This is an optimization exercise on Yosys and OpenROAD, whose aim is small area, a short achievable clock period and few clock cycles, not a production implementation. Function was checked by simulation only, so behaviour that the tests miss may differ from the original. Power is estimated from default activity; no workload was simulated.

// instruction_cache
module instruction_cache #(
   parameter int ADDR_W         = 32,
   parameter int DATA_W         = 32,
   parameter int LINES          = 16,
   parameter int WORDS_PER_LINE = 4
) (
   input  logic              clock,
   input  logic              reset,
   input  logic [ADDR_W-1:0] pc_addr,
   input  logic              pc_valid,
   output logic [DATA_W-1:0] instruction_out,
   output logic              stall,
   input  logic              flush,
   output logic              mem_req,
   output logic [ADDR_W-1:0] mem_addr,
   input  logic              mem_ack,
   input  logic [DATA_W-1:0] mem_rdata,
   output logic [31:0]       hit_count,
   output logic [31:0]       miss_count
);
For scale: roughly 5900 cells after synthesis, about 2600 flip-flops, about 200 I/O pins, roughly 100000 µm² of cells after synthesis.
clock: 8.0 ns
lec_check: 0
abc_clock_period_in_ps: 4000
cap_margin: 20
core_margin: 2
core_utilization: 50
cts_cluster_diameter: 70
cts_cluster_size: 20
setup_slack_margin: 3.6
slew_margin: 20
synth_hierarchical: 1
synth_minimum_keep_size: 0
run.sh (not shown) runs the stock make flow with config.mk's settings and CLKGATE_MAP_FILE= SYNTH_SCRIPT=/design/flow/synth_recipe.tcl, a recipe that flattens the netlist after the stock synthesis.
Testbench counts at the start, summed over its fixed seeds: cycles 42,624.
==> next run, changes <==
--- a/flow/design.v
+++ b/flow/design.v
@@ -64,28 +64,15 @@
    assign unused_byte_bits_s = ^pc_addr[1:0];
    assign w3_s      = (aw_r == WORD_W'(WORDS_PER_LINE - 1));
    assign anl_s     = al_r + LINE_W'(1);
    assign str_s     = rf_act_r && aeq_r;
    assign sel_nl_s  = v_r ? w3_s : str_s;
    assign sq_line_s = sel_nl_s ? anl_s : al_r;
    assign sq_word_s = v_r ? (aw_r + WORD_W'(1)) : (str_s ? WORD_W'(0) : aw_r);
-   logic psel_l_s;
-   logic psel_w_s;
-   instruction_cache_psel #(.W(OFF_W+IDX_W-2)) u_psel (
-      .pc_valid(pc_valid), .pc_low(pc_addr[OFF_W+IDX_W-1:2]),
-      .exp_low({al_r[IDX_W-1:0], aw_r}), .psel(psel_s)
-   );
-   instruction_cache_psel #(.W(OFF_W+IDX_W-2)) u_psel_l (
-      .pc_valid(1'b1), .pc_low(pc_addr[OFF_W+IDX_W-1:2]),
-      .exp_low({al_r[IDX_W-1:0], aw_r}), .psel(psel_l_s)
-   );
-   instruction_cache_psel #(.W(OFF_W+IDX_W-2)) u_psel_w (
-      .pc_valid(1'b1), .pc_low(pc_addr[OFF_W+IDX_W-1:2]),
-      .exp_low({al_r[IDX_W-1:0], aw_r}), .psel(psel_w_s)
-   );
+   assign psel_s    = pc_valid && (pc_addr[OFF_W+IDX_W-1:2] != {al_r[IDX_W-1:0], aw_r});
    assign rd_line_s = psel_s ? pc_addr[ADDR_W-1:OFF_W] : sq_line_s;
    assign rd_word_s = psel_s ? pc_addr[OFF_W-1:2] : sq_word_s;
    logic [LINES-1:0]          rd_lsel_s;
    logic [WORDS_PER_LINE-1:0] rd_wsel_s;
    logic [LINES-1:0]          pc_lsel_s;
    logic [WORDS_PER_LINE-1:0] pc_wsel_s;
    logic [LINES-1:0]          sq_lsel_s;
@@ -101,27 +88,23 @@
    instruction_cache_dec #(.N(LINES)) u_sq_ldec (
       .a(sq_line_s[IDX_W-1:0]), .y(sq_lsel_s)
    );
    instruction_cache_dec #(.N(WORDS_PER_LINE)) u_sq_wdec (
       .a(sq_word_s), .y(sq_wsel_s)
    );
    always_comb begin
+      rd_lsel_s  = psel_s ? pc_lsel_s : sq_lsel_s;
+      rd_wsel_s  = psel_s ? pc_wsel_s : sq_wsel_s;
       for (int i = 0; i < LINES; i++) begin
          tag_flat_s[i*TAG_W +: TAG_W] = tag_r[i];
          for (int w = 0; w < WORDS_PER_LINE; w++) begin
             data_flat_s[(i*WORDS_PER_LINE+w)*DATA_W +: DATA_W] = data_r[i][w];
          end
       end
    end
-   instruction_cache_selmux #(.N(LINES)) u_lsel (
-      .s(psel_l_s), .a(pc_lsel_s), .b(sq_lsel_s), .y(rd_lsel_s)
-   );
-   instruction_cache_selmux #(.N(WORDS_PER_LINE)) u_wsel (
-      .s(psel_w_s), .a(pc_wsel_s), .b(sq_wsel_s), .y(rd_wsel_s)
-   );
    instruction_cache_read #(
       .LINES(LINES), .WORDS_PER_LINE(WORDS_PER_LINE), .DATA_W(DATA_W)
    ) u_read (
       .lsel(rd_lsel_s), .wsel(rd_wsel_s), .data(data_flat_s), .rd_data(rd_data_s)
    );
    logic sq_hit_s;
    logic pc_hit_s;
@@ -174,15 +157,15 @@
          if (psel_s) begin
             v_r   <= !flush && pc_hit_s;
          end else if (mispred_s) begin
             v_r   <= 1'b0;
          end else if (done_s) begin
             v_r   <= v_r && !flush && sq_hit_s;
          end else if (!v_r) begin
-            v_r   <= !str_s && !flush && sq_hit_s && !psel_l_s;
+            v_r   <= !str_s && !flush && sq_hit_s;
          end else if (flush) begin
             v_r   <= 1'b0;
          end
          if (rf_load_s) begin
             aeq_r <= psel_s || ((done_s && w3_s) == sel_nl_s);
          end else if (mispred_s) begin
             aeq_r <= pc_rf_s;
@@ -292,34 +275,14 @@
 endmodule
 module instruction_cache_nand2 (
    input  logic [1:0] a,
    output logic       y
 );
    assign y = !(a[0] && a[1]);
 endmodule
-module instruction_cache_psel #(
-   parameter int W = 6
-) (
-   input  logic         pc_valid,
-   input  logic [W-1:0] pc_low,
-   input  logic [W-1:0] exp_low,
-   output logic         psel
-);
-   assign psel = pc_valid && (pc_low != exp_low);
-endmodule
-module instruction_cache_selmux #(
-   parameter int N = 16
-) (
-   input  logic         s,
-   input  logic [N-1:0] a,
-   input  logic [N-1:0] b,
-   output logic [N-1:0] y
-);
-   assign y = s ? a : b;
-endmodule
 module instruction_cache_dec #(
    parameter int N = 16
 ) (
    input  logic [$clog2(N)-1:0] a,
    output logic [N-1:0]         y
 );
    always_comb begin
Outcome: Power is higher by a little under a tenth. Final cell count barely changes. Fmax is about the same. Final area rose slightly. Area after synthesis barely changes. Setup slack improves by 0.012 ns. Wire length climbs slightly. Register-to-register slack gets worse by 0.06 ns. Sequential share of layout area drops by 0.22 points. First-iteration DRC count is higher slightly. Via count came out higher slightly. Die area hardly moves. Utilization went up by 0.19 points. Global-route usage rises by 0.65 points.
Testbench counts after the change, summed over its fixed seeds: cycles 42,624.

[afterwards: timing with drivers on the ports]
No port has a modelled driver above. Below, the same layouts with a new extraction and two added sets of constraints.
Step 1 (the two cells are an assumption about what drives the block):
set clk [get_ports {clock}]
set_driving_cell -lib_cell sky130_fd_sc_hd__clkbuf_16 $clk
set_driving_cell -lib_cell sky130_fd_sc_hd__buf_2 [delete_from_list [all_inputs] $clk]
Step 2, shift: input delay + t, output delay - t, t = (earliest + latest rising clock arrival at the registers) / 2. This alone moves slack from input paths to output paths.
Slacks: ideal / step 1 / step 2; pairs: ideal / step 1.
run	t (ns)	setup WS [ns]	worst register clock-pin slew, ns
the first run	0.930	3.403 / 3.425 / 2.532	0.09 / 0.09
the second run	0.939	3.416 / 3.416 / 2.636	0.09 / 0.09
After both steps every run listed still meets setup and hold. The setup slack of the first run, which loses most, moves by +0.022 ns with the drivers and by -0.871 ns with both steps.
